Context: an optimization exercise on an open-source flow, tuned for small area, a short achievable clock period and few clock cycles per item. The choices shown serve that exercise and are no tape-out recipe.
At most, simulation tests tie the RTL to the original design; equivalence was not proved.
For run 1, only the layout was checked, not whether the RTL still works.

==> flow/design.v, too long to show whole: its modules and the start of the top module <==
// module barometer_pressure_compensation_unit: 1261 lines
module barometer_pressure_compensation_unit (
    input  wire logic        clk,
    input  wire logic        rst_n,
    input  wire logic        s_tvalid,
    output logic             s_tready,
    input  wire logic [23:0] s_tdata,
    output logic             m_tvalid,
    input  wire logic        m_tready,
    output logic [23:0]      m_tdata,
    output logic [0:0]       m_tuser,
    input  wire logic        cfg_we,
    input  wire logic [bpc_pkg::CFG_ADDR_BITS-1:0] cfg_addr,
    input  wire logic [bpc_pkg::COEF_BITS-1:0]     cfg_wdata
);
  // ...
==> flow/flow/run.sh <==
#!/bin/bash
# The standard layout, with the generic ABC pass inside Yosys's synth command
# skipped (SYNTH_ARGS=-noabc): the carry-save adder trees then reach the
# full-adder extraction as written, which leaves far fewer inverters between
# the full-adder cells. The registers and every later step are unchanged.
set -euo pipefail
bash standard.sh SYNTH_ARGS=-noabc finish > standard_flow.log 2>&1
==> flow/standard.sh <==
#!/bin/bash
# synth_recipe.tcl (not shown) runs the flow's synth.tcl, then flattens the netlist and writes it again
# the make line also repeats each setting of config.mk as NAME=value (left out here)
make -C /OpenROAD-flow-scripts/flow DESIGN_CONFIG=/design/flow/config.mk WORK_HOME=/design/flow/orfs CLKGATE_MAP_FILE= SYNTH_SCRIPT=/design/flow/synth_recipe.tcl "${@:-finish}"
==> flow/config.mk <==
export PLATFORM = sky130hd
export DESIGN_NAME = barometer_pressure_compensation_unit
export DESIGN_NICKNAME = barometer_pressure_compensation_unit
export VERILOG_FILES = /design/flow/design.v
export SDC_FILE = /design/flow/constraint.sdc
export NUM_CORES = 4
export LEC_CHECK = 0
export CAP_MARGIN = 20
export CORE_MARGIN = 2
export CORE_UTILIZATION = 40
export SETUP_SLACK_MARGIN = 2.5
export SLEW_MARGIN = 20
==> flow/constraint.sdc <==
create_clock -name core_clock -period 7.5 [get_ports {clk}]
set_input_delay 1.5000 -clock core_clock [delete_from_list [all_inputs] [get_ports {clk}]]
set_output_delay 1.5000 -clock core_clock [all_outputs]
set_load 0.01 [all_outputs]
==> impl_results.md, run 1 <==
* CTS tree: yes
* Vias in the first global route at 21,867
* Hold Crit Endpoint: p2_reg[7]$_DFFE_PP_
* Post-CTS Setup Inserts at 76
* Antenna cells at 0
* Most common cell in the synthesized netlist: fa_1
* Reg2Reg Setup Slack at 2.40 ns
* Highest routed layer: met4
* Pin count of the biggest net entering global routing at 83
* Bufs and invs on worst path at 2
* Pre-CTS setup slack at 1.57 ns
* Syn Std Cell Area at 30,200 sq um
* Crit Path Category: register to register
* Multi-input combinational area share at 58.7%
* Core Box Area at 74,600 sq um
* WHS Path Cells at 0
* PortBufs at 69
* H-tree depth at 2
* Layout Nets at 3,325
* Main synth FF type: edfxtp_1
* Mux cell area share after synthesis at 5.72%
* Placed cells at 3,475
* Die W at 279 um
* Outcome: complete, no violations
* Upper clock frequency limit at 196 MHz
* Largest family of logic cells by synthesized area: adder cells
* Ys async rst share at 2.60%
* Sum Neg Setup Slack at 0 ns
* Vias after detailed routing at 20,119
* Final Worst Setup Slack at 2.40 ns
==> run 2, diff against run 1 <==
--- a/flow/design.v
+++ b/flow/design.v
@@ -39,33 +39,35 @@
     logic signed [15:0] c12x3_reg;    
     logic [3:0]  ok_reg;
     logic        a0_ok, b1_ok, b2_ok, c12_ok;
     logic [15:0] a0_g, b1_g;
     logic [3:0]  vld;
     logic        en;
     logic [9:0]  p1_reg, t1_reg;
     logic [3:0]  tk_next, tk2_reg;
+    logic [11:0] temp_next;
     logic [25:0] x_next, x2_reg;
     logic [27:0] y_next, y2_reg;
     logic [9:0]  p2_reg, t2_reg;
-    logic [11:0] temp_next;
-    logic [12:0]  lo_sum;
+    logic [16:0]  lo_sum;
     logic        c3_reg;
-    logic [32-1:0] ra3_reg, rb3_reg;
+    logic [28-1:0] ra3_reg, rb3_reg;
     logic [11:0] temp3_reg;
-    logic [32-1:0] s_full;
+    logic [28-1:0] s_full;
     logic [25:0] v;
     logic        clip_lo4_reg, clip_hi4_reg;
+    logic [12:0] hl;
     logic [11:0] h4_reg;
-    logic [12:0] hl4_reg;
+    logic [2:0]  g4_reg;
+    logic        r4_ones_reg;
+    logic [2:0]  r4_low_reg;
     logic [11:0] temp4_reg;
-    logic [2:0]  g;
-    logic [9:0]  r;
     logic        c;
+    logic [12:0] q2;
     logic [11:0] pres;
     assign en       = !vld[3] || m_tready;
     assign s_tready = en;
     assign m_tvalid = vld[3];
     assign m_tdata  = {temp4_reg, pres};
     assign m_tuser  = clip_lo4_reg || clip_hi4_reg;
     always_ff @(posedge clk or negedge rst_n)
     begin
@@ -1235,47 +1237,49 @@
     wire [43:0] tc_rb = {tc_s101, 1'b0, tc_s95, tc_s92, 1'b0, tc_s86, tc_s83, tc_s80, tc_s77, 1'b0, tc_s71, tc_s68, tc_s65, tc_s62, tc_s59, tc_s56, tc_s53, 1'b0, tc_s47, tc_s44, tc_s41, tc_s38, tc_s35, tc_s32, tc_s29, tc_s26, 1'b0, tc_s20, tc_s18, tc_s16, tc_s14, tc_s12, tc_s10, tc_s8, tc_s6, tc_s4, 1'b0, tc_s0, tb_rb[5], tb_rb[4], tb_rb[3], tb_rb[2], tb_rb[1], tb_rb[0]};
     assign x_next = ta_ra + ta_rb;
     assign y_next = ty_ra + ty_rb;
     assign tk_next = 4'(t1_reg >= 10'd17)  + 4'(t1_reg >= 10'd124) + 4'(t1_reg >= 10'd231)
                    + 4'(t1_reg >= 10'd338) + 4'(t1_reg >= 10'd445) + 4'(t1_reg >= 10'd552)
                    + 4'(t1_reg >= 10'd659) + 4'(t1_reg >= 10'd766) + 4'(t1_reg >= 10'd873)
                    + 4'(t1_reg >= 10'd980);
     assign temp_next = bpc_pkg::T_BASE + 12'(tk2_reg) - 12'(t2_reg) - 12'({t2_reg, 1'b0});
-    assign lo_sum = {1'b0, tc_ra[12-1:0]} + {1'b0, tc_rb[12-1:0]};
-    assign s_full = ra3_reg + rb3_reg + 32'(c3_reg);
-    assign v      = s_full[32-1:6];
+    assign lo_sum = {1'b0, tc_ra[16-1:0]} + {1'b0, tc_rb[16-1:0]};
+    assign s_full = ra3_reg + rb3_reg + 28'(c3_reg);
+    assign v      = s_full[28-1:2];
+    assign hl     = 13'(v[21:10]) + 13'(v[9:0]);
     always_comb
     begin
-        g = hl4_reg[12:10];
-        r = hl4_reg[9:0];
-        c = (&r[9:3]) && (4'(r[2:0]) + 4'(g) >= 4'd7);
+        c  = r4_ones_reg && (4'(r4_low_reg) + 4'(g4_reg) >= 4'd7);
+        q2 = {h4_reg, 1'b1} + {9'd0, g4_reg, c};
         if (clip_lo4_reg)
             pres = 12'd0;
         else if (clip_hi4_reg)
             pres = 12'd4095;
         else
-            pres = h4_reg + 12'(g) + 12'(c);
+            pres = q2[12:1];
     end
     always_ff @(posedge clk)
     begin
         if (en)
         begin
             p1_reg       <= s_tdata[9:0];
             t1_reg       <= s_tdata[19:10];
             x2_reg       <= x_next;
             y2_reg       <= y_next;
             p2_reg       <= p1_reg;
             t2_reg       <= t1_reg;
             tk2_reg      <= tk_next;
-            c3_reg       <= lo_sum[12];
-            ra3_reg      <= tc_ra[43:12];
-            rb3_reg      <= tc_rb[43:12];
+            c3_reg       <= lo_sum[16];
+            ra3_reg      <= tc_ra[43:16];
+            rb3_reg      <= tc_rb[43:16];
             temp3_reg    <= temp_next;
             clip_lo4_reg <= v[25];
             clip_hi4_reg <= !v[25] && ((|v[24:22]) || (&v[21:12]));
             h4_reg       <= v[21:10];
-            hl4_reg      <= 13'(v[21:10]) + 13'(v[9:0]);
+            g4_reg       <= hl[12:10];
+            r4_ones_reg  <= &hl[9:3];
+            r4_low_reg   <= hl[2:0];
             temp4_reg    <= temp3_reg;
         end
     end
 endmodule
 `default_nettype wire
==> flow/run.sh (new file) <==
#!/bin/bash
# synth_recipe.tcl (not shown) runs the flow's synth.tcl, then flattens the netlist and writes it again
# the make line also repeats each setting of config.mk as NAME=value (left out here)
make -C /OpenROAD-flow-scripts/flow DESIGN_CONFIG=/design/flow/config.mk WORK_HOME=/design/flow/orfs CLKGATE_MAP_FILE= SYNTH_SCRIPT=/design/flow/synth_recipe.tcl finish
removed: flow/flow/run.sh
removed: flow/standard.sh
==> impl_results.md, run 2 <==
* Xor/xnor cell area share of the yosys netlist at 2.71% (was 2.87%)
* Iteration-0 DRC Markers at 1,369 (was 1,215)
* Mux cell area share after synthesis at 5.58% (was 5.72%)
* Hold Path Origin: temp3_reg[6]$_DFFE_PP_ (was p1_reg[7]$_DFFE_PP_)
* Upper clock frequency limit at 195 MHz (was 196 MHz)
* CTS tree: yes (unchanged)
* Drt first pass iters at 5 (was 6)
* Antenna cells at 0 (unchanged)
* Final Setup Violations at 0 (unchanged)
* Ys async rst share at 2.72% (was 2.60%)
* Hold Crit Endpoint: temp4_reg[6]$_DFFE_PP_ (was p2_reg[7]$_DFFE_PP_)
* Cell Chain, Critical Path: buf_12 -> buf_4 -> nand2_1 -> fa_1 -> fa_1 -> fa_1 -> fa_1 -> fa_2 -> inv_2 -> fa_1 -> fa_2 -> fa_2 (was buf_6 -> clkbuf_16 -> mux2_2 -> a22oi_1 -> nor2b_1 -> fa_1 -> fa_1 -> fa_1 -> ha_4 -> nor4_2 -> o21bai_1 -> a31oi_2 -> nor2_1 -> o21a_1 -> o41a_1 -> a211oi_2 -> xnor2_2)
* Routed WL per cell at 20.0 um (was 21.6 um)
* Metal-1 WL at 32,100 um (was 32,200 um)
* Clock latency (worst-skew pair) at 0.58 ns (was 0.57 ns)
* Yosys warning count at 1 (unchanged)
* Avg Synthesized Cell Area at 10.8 sq um (was 11.9 sq um)
* Io pins at 74 (unchanged)
* Layout Nets at 3,531 (was 3,325)
* Initial antenna violation count at 0 (unchanged)
* Adder-cell share of the synthesized area at 34.8% (was 35.3%)
* Critical path data required time at 7.79 ns (was 7.81 ns)
* Worst-path maximum fanout at 6 (was 7)
* WHS Path Cells at 0 (unchanged)
* Main synth FF type: edfxtp_1 (unchanged)
* Commonest cells after routing, fill and taps aside: 384 x inv_1, 363 x nand2_1, 335 x fa_1, 286 x edfxtp_1, 173 x ha_1 (was 305 x fa_1, 300 x edfxtp_1, 273 x and2_1, 179 x ha_1, 156 x inv_1)
* Met3 wire len at 4720 um (was 3900 um)
* Clk root buf: clkbuf_16 (unchanged)
* CP Depth at 12 (was 17)
* Most frequent CP cell: fa_1 (unchanged)
* Sum Neg Setup Slack at 0 ns (unchanged)
* Die W at 278 um (was 279 um)
* Distinct cells, synth at 73 (was 63)
* Most common cell after layout, fill and taps aside: inv_1 (was fa_1)
* Fraction of layout cells with a size suffix above 1 at 18.1% (was 21.5%)
* Crit Path Category: register to register (unchanged)
* Bufs and invs on worst path at 3 (was 2)
* Mapped Nets at 3,426 (was 3,201)
* Cell family with the largest share of critical-path delay: adder cells (unchanged)
* Hold WC Path Type: register to register (unchanged)
* Slew @ Worst Pin at 0.987 ns (was 1.00 ns)
* Reg2Reg Depth at 12 (was 17)
* Met2 wire length at 37,700 um (was 39,300 um)
* Total die area at 77,400 sq um (was 77,700 sq um)
* Worst slew margin at 34.1% (was 33.4%)
* Synth top area cells: edfxtp_1 29%, fa_1 27%, ha_1 7.6%, mux2_2 5.5%, inv_1 4.9% (was edfxtp_1 30%, fa_1 27%, ha_1 8.2%, and2_1 5.7%, mux2_2 5.6%)
* CTS buffer count at 37 (unchanged)
* Clock tree buffer depth at 3 (unchanged)
* Worst-path clk slew at 0.06 ns (about the same)
* Synth area leader: edfxtp_1 (unchanged)
* Syn Std Cell Area at 30,100 sq um (was 30,200 sq um)
* Core Box Area at 74,400 sq um (was 74,600 sq um)
* Seq/Total Area, Yosys at 29.2% (was 30.5%)
* Final Hold Fails at 0 (unchanged)
* CP max-delay cell: fa_2 (was fa_1)
* Final min period at 5.13 ns (was 5.10 ns)
* Final period utilization at 68.4% (was 68.0%)
* Outcome: complete, no violations (unchanged)
* CTS Sinks at 294 (was 308)
* Fillers at 6,681 (was 6,648)
* Vias after detailed routing at 20,587 (was 20,119)
* Post-detail-place hpwl at 55,200 um (was 53,600 um)
* R2r startpoint: p2_reg[2]$_DFFE_PP_ (was t1_reg[0]$_DFFE_PP_)
* Total GRT Usage at 19.7% (was 20.2%)
* Clock Skews at 0.0318 ns (was 0.0271 ns)
* Gate Count Post-Synth at 2,788 (was 2,548)
* PortBufs at 69 (unchanged)
* Gr ovfl total at 0 (unchanged)
* Startpoint types: register (unchanged)
* Top cell type's share of synthesized area at 28.6% (was 29.8%)
* H-tree depth at 2 (unchanged)
* Slew Limit Fails at 0 (unchanged)
* Seq cells post-synth at 294 (was 308)
* Layout area overhead at 15.6% (was 17.0%)
* First-pass GRT wire length at 120,000 um (was 123,000 um)
* Highest routed layer: met4 (unchanged)
* CP endpoint kind: register (unchanged)
* Slowest stage delay, CP at 0.58 ns (was 0.60 ns)
* Reg-to-reg endpoint: ra3_reg[10]$_DFFE_PP_ (was x2_reg[23]$_DFFE_PP_)
* Reg2Reg Setup Slack at 2.37 ns (was 2.40 ns)
* Top cells by count, synth: 408 x fa_1, 393 x inv_1, 367 x nand2_1 (was 409 x fa_1, 300 x edfxtp_1, 275 x and2_1)
* Row count at 100 (unchanged)
* GPL Wtd Cong at 0.883 (was 0.874)
* Most common cell in the synthesized netlist: fa_1 (unchanged)
* CP arrival at 5.42 ns (was 5.41 ns)
* Largest family of logic cells by synthesized area: adder cells (unchanged)
* Post-synth EDFFs at 286 (was 300)
* Pin count of the biggest net entering global routing at 81 (was 83)
* Die height at 278 um (was 279 um)
* Vias per inst at 5.29 (was 5.48)
* Initial Util at 40.4% (was 40.5%)
* Synth Area in Compound Gates at 9.40% (was 8.92%)
* Routed wire length at 77,900 um (was 79,200 um)
* Antenna-violating nets left at 0 (unchanged)
* Simple-gate share of the synthesized area at 11.4% (was 13.1%)
* MaxCap Viol Count at 0 (unchanged)
* DRC Markers at 0 (unchanged)
* CTS hold repair buffers at 0 (unchanged)
* RSZ-0062 raised after global routing: true (unchanged)
* Vias in the first global route at 21,644 (was 21,867)
[run 2: cell count changes in the layout (fill, tap and decap cells not counted), moves of 111 or more]
cell / before / now
a22o_1: 8 / 134
a22oi_1: 127 / 14
and2_1: 273 / 114
inv_1: 156 / 384
nand2_1: 86 / 363
nor2b_1: 143 / 32
[run 2: cell families (layout without fill, tap and decap cells)]
kind of cell,count (synthesis),in the layout
mux,149,149
buf+inv,551,685
fa+ha+maj,591,591
flops,294,294
simple gates,729,729
xor+xnor,93,93
compound gates,381,381
[run 2: routing by layer]
metal	vias up	GRT usage, %
met2	706	33.9
met3	185	3.08
met5	-	0
met4	0	7.69
li1	9468	-
met1	10228	25.0
[run 2: worst max path at each step]
stage | end | startpoint | slack [ns]
5_1_grt | ra3_reg[10]$_DFFE_PP_ | p2_reg[1]$_DFFE_PP_ | 2.25
6_report | ra3_reg[10]$_DFFE_PP_ | p2_reg[2]$_DFFE_PP_ | 2.37
4_1_cts | ra3_reg[10]$_DFFE_PP_ | p2_reg[1]$_DFFE_PP_ | 2.33
3_3_place_gp | x2_reg[25]$_DFFE_PP_ | t1_reg[2]$_DFFE_PP_ | 1.63
3_5_place_dp | x2_reg[25]$_DFFE_PP_ | t1_reg[2]$_DFFE_PP_ | 1.53
2_1_floorplan | ra3_reg[10]$_DFFE_PP_ | p2_reg[2]$_DFFE_PP_ | 2.50
[run 2: per-stage QoR]
step,setup WS (ns),cell area (sq um),hold slack (ns),std cells,utilization [%]
after global routing,2.25,34800,0.426,3891,46.7
after floorplan,2.50,30100,0.400,2788,-
after detailed placement,1.53,31700,0.407,3702,42.6
after CTS,2.33,34100,0.422,3852,45.8
after global placement,1.63,31700,0.405,3702,42.6
final,2.37,34800,0.419,3891,46.7
[run 2: cell type report]
| type | count | area [sq um] | share of cell area [%] |
|---|---|---|---|
| flip-flops and latches | 294 | 8790 | 25.3 |
| well taps | 969 | 1210 | 3.49 |
| multi-input cells | 1943 | 19700 | 56.8 |
| inverters | 393 | 1480 | 4.24 |
| clock buffers | 44 | 952 | 2.74 |
| repair buffers | 224 | 2370 | 6.83 |
| clock inverters | 24 | 219 | 0.630 |
[run 2: what timing repair did]
action,in CTS,in global routing
pin swaps,49,57
cloned,5,4
endpoints found under the setup margin,73,36
gates resized for setup,141,95
setup buffers,77,35
[run 2: worst register-to-register path: stages, from the launching register on]
cell	delay (ns)
edfxtp_1	0.45
buf_12	0.18
buf_4	0.14
nand2_1	0.07
fa_1	0.44
fa_1	0.52
fa_1	0.45
fa_1	0.51
fa_2	0.58
inv_2	0.04
fa_1	0.48
fa_2	0.57
fa_2	0.43
Testbench counts of run 2, summed over its fixed seeds: cycles 12,032, items 12,000.
==> run 3, diff against run 2 <==
--- a/flow/config.mk
+++ b/flow/config.mk
@@ -7,2 +7,3 @@
 export LEC_CHECK = 0
+export ABC_AREA = 1
 export CAP_MARGIN = 20
==> impl_results.md, run 3 <==
* Antenna-violating nets left at 0 (unchanged)
* MaxCap Viol Count at 0 (unchanged)
* Vias in the first global route at 23,066 (was 21,644)
* CP endpoint kind: register (unchanged)
* Seq cells post-synth at 294 (unchanged)
* Clock latency (worst-skew pair) at 0.57 ns (was 0.58 ns)
* Layout area overhead at 16.2% (was 15.6%)
* Crit Path Category: register to register (unchanged)
* Iteration-0 DRC Markers at 1,570 (was 1,369)
* Layout Nets at 4,089 (was 3,531)
* Yosys warning count at 1 (unchanged)
* First-pass GRT wire length at 127,000 um (was 120,000 um)
* FF/Latch Area at 8790 sq um (about the same)
* Distinct cells, synth at 51 (was 73)
* Io pins at 74 (unchanged)
* Final Worst Setup Slack at 2.49 ns (was 2.37 ns)
* Worst-path maximum fanout at 13 (was 6)
* Top cells by count, synth: 764 x inv_1, 604 x nand2_1, 408 x fa_1 (was 408 x fa_1, 393 x inv_1, 367 x nand2_1)
* Most common cell in the synthesized netlist: inv_1 (was fa_1)
* Multi-input gate area at 18,500 sq um (was 19,700 sq um)
* Drt first pass iters at 6 (was 5)
* Worst-path clk slew at 0.06 ns (about the same)
* Die height at 278 um (about the same)
* CTS tree: yes (unchanged)
* CP arrival at 5.31 ns (was 5.42 ns)
* Pre-CTS setup slack at 1.69 ns (was 1.53 ns)
* Post-synth EDFFs at 286 (unchanged)
* Ys async rst share at 2.72% (unchanged)
* Mapped Nets at 3,890 (was 3,426)
* Routed WL per cell at 18.3 um (was 20.0 um)
* Slew Limit Fails at 0 (unchanged)
* Clk root buf: clkbuf_16 (unchanged)
* Clock tree buffer depth at 3 (unchanged)
* Startpoint types: register (unchanged)
* Routed wire length at 81,500 um (was 77,900 um)
* Vias per inst at 5.10 (was 5.29)
* Initial antenna violation count at 0 (unchanged)
* CTS buffer count at 37 (unchanged)
* Synth area leader: edfxtp_1 (unchanged)
* Gr ovfl total at 0 (unchanged)
* Synth top area cells: edfxtp_1 29%, fa_1 27%, inv_1 9.6%, ha_1 7.6%, nand2_1 7.6% (was edfxtp_1 29%, fa_1 27%, ha_1 7.6%, mux2_2 5.5%, inv_1 4.9%)
* Final Hold Fails at 0 (unchanged)
* Post-detail-place hpwl at 63,400 um (was 55,200 um)
* Worst slew margin at 37.9% (was 34.1%)
* CTS hold repair buffers at 0 (unchanged)
* GPL Wtd Cong at 0.961 (was 0.883)
* Antenna cells at 0 (unchanged)
* H-tree depth at 2 (unchanged)
* DRC Markers at 0 (unchanged)
* Gate Count Post-Synth at 3,252 (was 2,788)
* Final Setup Violations at 0 (unchanged)
* Avg Synthesized Cell Area at 9.21 sq um (was 10.8 sq um)
* Critical path data required time at 7.80 ns (was 7.79 ns)
* Commonest cells after routing, fill and taps aside: 731 x inv_1, 596 x nand2_1, 356 x fa_1, 286 x edfxtp_1, 225 x a21oi_1 (was 384 x inv_1, 363 x nand2_1, 335 x fa_1, 286 x edfxtp_1, 173 x ha_1)
* Top cell type's share of synthesized area at 28.7% (was 28.6%)
* Fraction of layout cells with a size suffix above 1 at 12.7% (was 18.1%)
* Vias after detailed routing at 22,689 (was 20,587)
* Seq/Total Area, Yosys at 29.3% (was 29.2%)
* Most common cell after layout, fill and taps aside: inv_1 (unchanged)
* CTS Sinks at 294 (unchanged)
* Hold WC Path Type: register to register (unchanged)
* Slew @ Worst Pin at 0.931 ns (was 0.987 ns)
* Fillers at 7,158 (was 6,681)
* Initial Util at 40.3% (was 40.4%)
* Die W at 278 um (about the same)
* Clock Skews at 0.0285 ns (was 0.0318 ns)
* Total die area at 77,100 sq um (was 77,400 sq um)
* Sum Neg Setup Slack at 0 ns (unchanged)
* Syn Std Cell Area at 29,900 sq um (was 30,100 sq um)
* PortBufs at 69 (unchanged)
* Pin count of the biggest net entering global routing at 76 (was 81)
* RSZ-0062 raised after global routing: true (unchanged)
* Upper clock frequency limit at 200 MHz (was 195 MHz)
* Core Box Area at 74,300 sq um (was 74,400 sq um)
* Main synth FF type: edfxtp_1 (unchanged)
* Row count at 100 (unchanged)
* Total GRT Usage at 21.0% (was 19.7%)
* Final min period at 5.01 ns (was 5.13 ns)
* Outcome: complete, no violations (unchanged)
* Final period utilization at 66.8% (was 68.4%)
-- run 3: cell count changes in the layout (fill, tap and decap cells not counted), moves of 57 or more --
| cell | delta |
|---|---|
| mux2_2 | -147 |
| nand2_1 | +233 |
| a21oi_1 | +161 |
| a22o_1 | -133 |
| inv_1 | +347 |
| and2_1 | -113 |
| buf_4 | +57 |
| o22ai_1 | +120 |
-- run 3: per-layer routing --
metal | vias to the layer above | global-route usage, % | part of all wire (%)
li1 | 10701 | - | -
met1 | 11031 | 26.4 | 40
met2 | 791 | 37.2 | 50
met3 | 166 | 2.92 | 6.0
met4 | 0 | 6.79 | 3.6
met5 | - | 0 | 0
-- run 3: worst paths after layout --
kind,start,end,slack (ns),depth (start not counted)
min reg2reg,p1_reg[0]$_DFFE_PP_,p2_reg[0]$_DFFE_PP_,0.41,0
max,p2_reg[1]$_DFFE_PP_,ra3_reg[10]$_DFFE_PP_,2.49,14
min in group asynchronous,rst_n,ok_reg[3]$_DFFE_PN0P_,1.33,1
max reg2reg,p2_reg[1]$_DFFE_PP_,ra3_reg[10]$_DFFE_PP_,2.49,14
min,p1_reg[0]$_DFFE_PP_,p2_reg[0]$_DFFE_PP_,0.41,0
max in group asynchronous,rst_n,ok_reg[2]$_DFFE_PN0P_,5.71,1
-- run 3: cell type report --
class,count,area share [%]
clock buffer,43,2.79
clock inverter,23,0.536
tap,969,3.48
inverter,771,8.47
timing repair buffer,250,6.40
multi-input combinational,2097,53.0
sequential,294,25.3
-- run 3: critical path, cell delays in order, from the launching register on --
cell      delay (ns)
edfxtp_1        0.38
buf_4           0.16
buf_12          0.14
nand2_1         0.06
inv_1           0.05
fa_1            0.50
inv_1           0.05
fa_1            0.43
fa_2            0.43
fa_1            0.53
fa_2            0.57
inv_1           0.06
fa_1            0.46
fa_1            0.53
fa_1            0.40
-- run 3: cells by family (layout without fill, tap and decap cells) --
logic type	Yosys count	after routing	synth area share, %
AOI/OAI and AO/OA	514	514	9.85
DFF	294	294	29.3
adders and majority gates	591	591	34.9
and+or+nand+nor	901	901	12.4
buffers and inverters	861	1087	10.8
xor gates and xnor gates	91	91	2.66
-- run 3: metrics by stage --
stage                     cell area [sq um]  utilization, %  hold slack (ns)  cells
final                                 34800            46.8            0.412   4447
after global routing                  34800            46.8            0.420   4447
after CTS                             33800            45.5            0.416   4368
after detailed placement              31700            42.6            0.405   4221
after global placement                31700            42.6            0.402   4221
after floorplan                       30100               -            0.400   3252
-- run 3: timing repair --
action,CTS,global route
setup buffers,80,78
cloned,1,1
pin swaps,30,62
endpoints found under the setup margin,69,37
gates resized for setup,121,106
==> run 4, diff against run 3 <==
==> flow/flow/run.sh (new file) <==
#!/bin/bash
# The standard layout, with one step added between synthesis and floorplan:
# polarity.py removes inverters around the full-adder cells of the synthesized
# netlist (a full adder complements both outputs when its three inputs are
# complemented, so each fa cell can take its inputs in whichever polarity needs
# fewer inverters). Registers, cells other than inverters and every other step
# are the standard flow's.
set -euo pipefail
res=orfs/results/${FLOW_PLATFORM}/barometer_pressure_compensation_unit/base
bash standard.sh synth > standard_synth.log 2>&1
cp "$res/1_2_yosys.v" synth_netlist.v
python3 flow/polarity.py synth_netlist.v "$res/1_2_yosys.v" > polarity.log 2>&1
touch "$res/1_2_yosys.v"
bash standard.sh finish > standard_finish.log 2>&1
==> flow/flow/polarity.py (new file) <==
#!/usr/bin/env python3
"""Removes inverters around full-adder cells of a flat sky130 gate netlist.

A full adder is self-dual: complementing its three inputs complements both
outputs.  Each fa cell may therefore be "flipped" (inputs and outputs taken
in complemented form) without changing what the netlist computes.  The script
collapses the netlist's inverters, picks a flip for every fa cell by local
search so that as few signals as possible are needed in both polarities, and
writes the netlist back with one inverter per signal that still needs its
complement.  Flip-flops, ports and every other cell are left as they are.

usage: polarity.py IN.v OUT.v
"""
import re
import sys
import random

OUT_PINS = {"X", "Y", "Q", "Q_N", "SUM", "COUT", "HI", "LO", "GCLK"}
INV_RE = re.compile(r"^sky130_fd_sc_hd__(inv|clkinv)_\d+$")
FA_RE = re.compile(r"^sky130_fd_sc_hd__fa_\d+$")


def esc(net):
    """an escaped identifier ends at white space"""
    return net + " " if net.startswith("\\") else net


def parse(text):
    m = re.search(r"^\s*module\s+(\w+)\s*\((.*?)\);", text, re.S | re.M)
    ports = [p.strip() for p in m.group(2).split(",")]
    cell_re = re.compile(r"^  (sky130_fd_sc_hd__\w+)\s+(\S+)\s*\((.*?)\n  \);\n", re.S | re.M)
    cells = []
    spans = []
    for cm in cell_re.finditer(text):
        pins = {}
        for pm in re.finditer(r"\.(\w+)\(([^()]*)\)", cm.group(3)):
            pins[pm.group(1)] = pm.group(2).strip()
        cells.append([cm.group(1), cm.group(2), pins])
        spans.append((cm.start(), cm.end()))
    return ports, cells, spans


def main():
    src, dst = sys.argv[1], sys.argv[2]
    text = open(src).read()
    ports, cells, spans = parse(text)
    assert "assign" not in text, "netlist has assign statements"

    def is_port(net):
        base = net.lstrip("\\").split("[")[0].strip()
        return base in ports

    driver = {}            # net -> (cell index, pin)
    loads = {}             # net -> list of (cell index, pin)
    for i, (typ, name, pins) in enumerate(cells):
        for p, n in pins.items():
            if p in OUT_PINS:
                assert n not in driver, f"two drivers on {n}"
                driver[n] = (i, p)
            else:
                loads.setdefault(n, []).append((i, p))

    # inverters that may be collapsed: input driven by a cell, output feeding only cells
    inv = set()
    for i, (typ, name, pins) in enumerate(cells):
        if INV_RE.match(typ):
            a, y = pins["A"], pins["Y"]
            if a in driver and not is_port(a) and not is_port(y) and y in loads:
                inv.add(i)

    def root(net):
        pol = 0
        while net in driver and driver[net][0] in inv:
            net = cells[driver[net][0]][2]["A"]
            pol ^= 1
        return net, pol

    fa = [i for i, c in enumerate(cells) if FA_RE.match(c[0])]
    faidx = {i: k for k, i in enumerate(fa)}
    # requirements: for each root net, list of (fa index or -1, polarity)
    req = {}
    for i, (typ, name, pins) in enumerate(cells):
        if i in inv:
            continue
        for p, n in pins.items():
            if p in OUT_PINS:
                continue
            r, pol = root(n)
            req.setdefault(r, []).append((faidx.get(i, -1), pol, i, p))
    src_fa = {}
    for r in req:
        if r in driver and driver[r][0] in faidx:
            src_fa[r] = faidx[driver[r][0]]
    touch = [[] for _ in fa]
    for r, lst in req.items():
        ks = {k for k, _, _, _ in lst if k >= 0}
        if r in src_fa:
            ks.add(src_fa[r])
        for k in ks:
            touch[k].append(r)

    x = [0] * len(fa)

    def cost(r):
        sp = x[src_fa[r]] if r in src_fa else 0
        for k, pol, _, _ in req[r]:
            if (pol ^ (x[k] if k >= 0 else 0)) != sp:
                return 1
        return 0

    def total():
        return sum(cost(r) for r in req)

    start = total()
    best = list(x)
    best_cost = start
    rng = random.Random(1)
    for trial in range(8):
        if trial:
            x = [v if rng.random() < 0.8 else 1 - v for v in best]
        improved = True
        while improved:
            improved = False
            for k in range(len(fa)):
                rs = set(touch[k])
                before = sum(cost(r) for r in rs)
                x[k] ^= 1
                after = sum(cost(r) for r in rs)
                if after < before:
                    improved = True
                else:
                    x[k] ^= 1
        c = total()
        if c < best_cost:
            best, best_cost = list(x), c
    x = best

    # rewrite: drop collapsed inverters, add one inverter per root that needs it
    newpins = {}
    added = []
    decl = []
    for r, lst in req.items():
        sp = x[src_fa[r]] if r in src_fa else 0
        comp = None
        for k, pol, i, p in lst:
            need = pol ^ (x[k] if k >= 0 else 0)
            if need == sp:
                net = r
            else:
                if comp is None:
                    comp = f"polnet_{len(added)}"
                    added.append((r, comp))
                    decl.append(f"  wire {comp};\n")
                net = comp
            newpins.setdefault(i, {})[p] = net
    out = []
    last = 0
    for i, (s, e) in enumerate(spans):
        out.append(text[last:s])
        last = e
        if i in inv:
            continue
        typ, name, pins = cells[i]
        pins = dict(pins)
        pins.update(newpins.get(i, {}))
        body = ",\n".join(f"    .{p}({esc(n)})" for p, n in pins.items())
        out.append(f"  {typ} {name} (\n{body}\n  );\n")
    tail = text[last:]
    body = "".join(out)
    ins = "".join(f"  sky130_fd_sc_hd__inv_1 polinv_{j} (\n    .A({esc(r)}),\n    .Y({c})\n  );\n"
                  for j, (r, c) in enumerate(added))
    tail = tail.replace("endmodule", ins + "endmodule", 1)
    # declare the new nets after the module's port list declarations
    k = body.find("  wire ")
    body = body[:k] + "".join(decl) + body[k:]
    open(dst, "w").write(body + tail)
    print(f"fa cells {len(fa)}, flipped {sum(x)}; inverters collapsed {len(inv)}, "
          f"signals needing a complement {start} -> {best_cost}, inverters written {len(added)}")


main()
==> flow/standard.sh (new file) <==
#!/bin/bash
# synth_recipe.tcl (not shown) runs the flow's synth.tcl, then flattens the netlist and writes it again
# the make line also repeats each setting of config.mk as NAME=value (left out here)
make -C /OpenROAD-flow-scripts/flow DESIGN_CONFIG=/design/flow/config.mk WORK_HOME=/design/flow/orfs CLKGATE_MAP_FILE= SYNTH_SCRIPT=/design/flow/synth_recipe.tcl "${@:-finish}"
removed: flow/run.sh
==> impl_results.md, run 4 <==
* Row count at 98 (was 100)
* Total GRT Usage at 21.0% (about the same)
* Commonest cells after routing, fill and taps aside: 591 x nand2_1, 491 x inv_1, 333 x fa_1, 286 x edfxtp_1, 222 x a21oi_1 (was 731 x inv_1, 596 x nand2_1, 356 x fa_1, 286 x edfxtp_1, 225 x a21oi_1)
* Syn Std Cell Area at 29,000 sq um (was 29,900 sq um)
* Die W at 273 um (was 278 um)
* Total die area at 74,700 sq um (was 77,100 sq um)
* Final period utilization at 67.1% (was 66.8%)
* Iteration-0 DRC Markers at 1,664 (was 1,570)
* Upper clock frequency limit at 199 MHz (was 200 MHz)
* Initial Util at 40.5% (was 40.3%)
* Final min period at 5.03 ns (was 5.01 ns)
* Final Hold Fails at 0 (unchanged)
* CP endpoint kind: output pin (was register)
* CTS Sinks at 294 (unchanged)
* Reg-to-reg endpoint: ra3_reg[10]$_DFFE_PP_ (unchanged)
* DRC Markers at 0 (unchanged)
* Fin area at 34,100 sq um (was 34,800 sq um)
* Pin count of the biggest net entering global routing at 78 (was 76)
* H-tree depth at 2 (unchanged)
* CP arrival at 3.53 ns (was 5.31 ns)
* MaxCap Viol Count at 0 (unchanged)
* Worst-path maximum fanout at 3 (was 13)
* Vias after detailed routing at 21,776 (was 22,689)
* Gr ovfl total at 0 (unchanged)
* R2r startpoint: p2_reg[0]$_DFFE_PP_ (was p2_reg[1]$_DFFE_PP_)
* Core Box Area at 71,600 sq um (was 74,300 sq um)
* RSZ-0062 raised after global routing: true (unchanged)
* Clock Skews at 0.0234 ns (was 0.0285 ns)
* Drt first pass iters at 6 (unchanged)
* Routed WL per cell at 18.9 um (was 18.3 um)
* Io pins at 74 (unchanged)
* Slew @ Worst Pin at 0.937 ns (was 0.931 ns)
* CP max-delay cell: fa_1 (was fa_2)
* Clock tree buffer depth at 3 (unchanged)
* Pre-CTS setup slack at 1.81 ns (was 1.69 ns)
* Worst-path clk slew at 0.06 ns (about the same)
* Final Worst Setup Slack at 2.47 ns (was 2.49 ns)
* Yosys warning count at 1 (unchanged)
* Die height at 273 um (was 278 um)
* CTS tree: yes (unchanged)
* Startpoint types: register (unchanged)
* Mapped Nets at 3,638 (was 3,890)
* WHS Path Cells at 0 (unchanged)
* Hold Crit Endpoint: temp4_reg[11]$_DFFE_PP_ (was p2_reg[0]$_DFFE_PP_)
* Fraction of layout cells with a size suffix above 1 at 14.6% (was 12.7%)
* Routed wire length at 79,000 um (was 81,500 um)
* Initial antenna violation count at 0 (unchanged)
* Layout area overhead at 17.5% (was 16.2%)
* CTS buffer count at 36 (was 37)
* Hold Path Origin: temp3_reg[11]$_DFFE_PP_ (was p1_reg[0]$_DFFE_PP_)
* Slowest stage delay, CP at 0.48 ns (was 0.57 ns)
* Most common cell after layout, fill and taps aside: nand2_1 (was inv_1)
* Vias in the first global route at 21,986 (was 23,066)
* Reg2Reg Depth at 13 (was 14)
* Worst slew margin at 37.6% (was 37.9%)
* Final Setup Violations at 0 (unchanged)
* PortBufs at 69 (unchanged)
* GPL Wtd Cong at 0.947 (was 0.961)
* Slew Limit Fails at 0 (unchanged)
* Clock latency (worst-skew pair) at 0.57 ns (about the same)
* Critical path data required time at 6.00 ns (was 7.80 ns)
* Gate Count Post-Synth at 3,000 (was 3,252)
* Hold WC Path Type: register to register (unchanged)
* DP Area at 30,700 sq um (was 31,700 sq um)
* Clk root buf: clkbuf_16 (unchanged)
* Vias per inst at 5.20 (was 5.10)
* Avg Synthesized Cell Area at 9.67 sq um (was 9.21 sq um)
* Antenna-violating nets left at 0 (unchanged)
* Crit Path Category: register to output pin (was register to register)
* Fin util at 47.6% (was 46.8%)
* Outcome: complete, no violations (unchanged)
* Sum Neg Setup Slack at 0 ns (unchanged)
* First-pass GRT wire length at 122,000 um (was 127,000 um)
* Post-detail-place hpwl at 60,900 um (was 63,400 um)
* Layout Nets at 3,847 (was 4,089)
* Reg2Reg Setup Slack at 2.49 ns (about the same)
* Cell Chain, Critical Path: ha_2 -> fa_1 -> nand2_1 -> o211ai_1 -> nand2_1 -> fa_2 -> inv_2 -> a31oi_4 -> nor2_2 -> buf_4 -> buf_6 -> buf_6 -> nand4_1 -> xor2_1 -> a21oi_1 -> buf_2 (was buf_4 -> buf_12 -> nand2_1 -> inv_1 -> fa_1 -> inv_1 -> fa_1 -> fa_2 -> fa_1 -> fa_2 -> inv_1 -> fa_1 -> fa_1 -> fa_1)
==> run 4: routing by layer <==
metal  part of all wire [%]  track usage [%]  up-vias
met5                      0                0        -
met4                    3.9             7.10        0
met3                    5.9             3.02      168
met2                     50             36.7      824
met1                     41             26.7    10564
li1                       -                -    10220
==> run 4: critical path, delay by kind of cell, from the launching register on <==
family,cells,cell delay [ns]
xor gates and xnor gates,1,0.16
DFF,1,0.41
and+or+nand+nor,4,0.39
adders and majority gates,3,1.05
AOI/OAI and AO/OA,3,0.44
buffers and inverters,5,0.50
==> run 4: how the worst max path moves through the flow <==
stage                                   start               endpoint  slack, ns
after global routing      g4_reg[0]$_DFFE_PP_            m_tdata[11]       2.22
after floorplan           p2_reg[1]$_DFFE_PP_  ra3_reg[10]$_DFFE_PP_       2.51
after detailed placement  p2_reg[3]$_DFFE_PP_  ra3_reg[10]$_DFFE_PP_       1.81
after CTS                 g4_reg[0]$_DFFE_PP_            m_tdata[11]       2.41
final                     g4_reg[0]$_DFFE_PP_            m_tdata[11]       2.47
after global placement    t1_reg[4]$_DFFE_PP_   x2_reg[24]$_DFFE_PP_       1.86
==> run 4: what timing repair did <==
item	CTS	global route
pin swaps	13	82
endpoints found under the hold margin	0	0
hold buffers	0	0
buffers inserted	113	58
endpoints found under the setup margin	73	34
cloned	0	2
resized for setup	77	140
==> run 4: layout make-up <==
| type | count | area, sq um |
|---|---|---|
| inverters | 519 | 1990 |
| fillers | 6698 | 37500 |
| multi-input cells | 2097 | 18500 |
| clock inverters | 20 | 228 |
| clock buffers | 44 | 962 |
| repair buffers | 261 | 2400 |
| flip-flops and latches | 294 | 8790 |
| well taps | 950 | 1190 |
| diodes | 1 | 2.50 |
==> run 4: per-stage QoR <==
step	std cells	hold slack [ns]
2_1_floorplan	3000	0.400
3_3_place_gp	3948	0.403
3_5_place_dp	3948	0.405
4_1_cts	4125	0.416
5_1_grt	4185	0.422
6_report	4186	0.416

afterwards: timing with drivers on the ports:
How much do the figures lean on ideal ports? The routed layouts below were timed once more, with nothing changed but the port constraints.
Step 1 (the two cells are an assumption about what drives the block):
set clk [get_ports {clk}]
set_driving_cell -lib_cell sky130_fd_sc_hd__clkbuf_16 $clk
set_driving_cell -lib_cell sky130_fd_sc_hd__buf_2 [delete_from_list [all_inputs] $clk]
Step 2 also shifts input and output timing later by t, the mid clock arrival at the registers, as if the neighbouring blocks saw the same clock.
Three values: ideal ports, drivers, drivers and shift; two values: the first two.
run	t, ns	setup slack, ns	worst setup path at the end	worst data-port slew with drivers (ns)
run 1	0.615	2.400 / 2.343 / 2.400	register to register	0.04
run 2	0.632	2.371 / 2.371 / 2.232	input to register	0.06
run 3	0.622	2.488 / 2.480 / 2.488	register to register	0.04
run 4	0.621	2.466 / 2.406 / 2.491	register to register	0.04
After both steps every run listed still meets setup and hold. For run 2, which loses most, drivers alone change the setup slack by 0.000 ns; drivers and shift together by -0.139 ns.
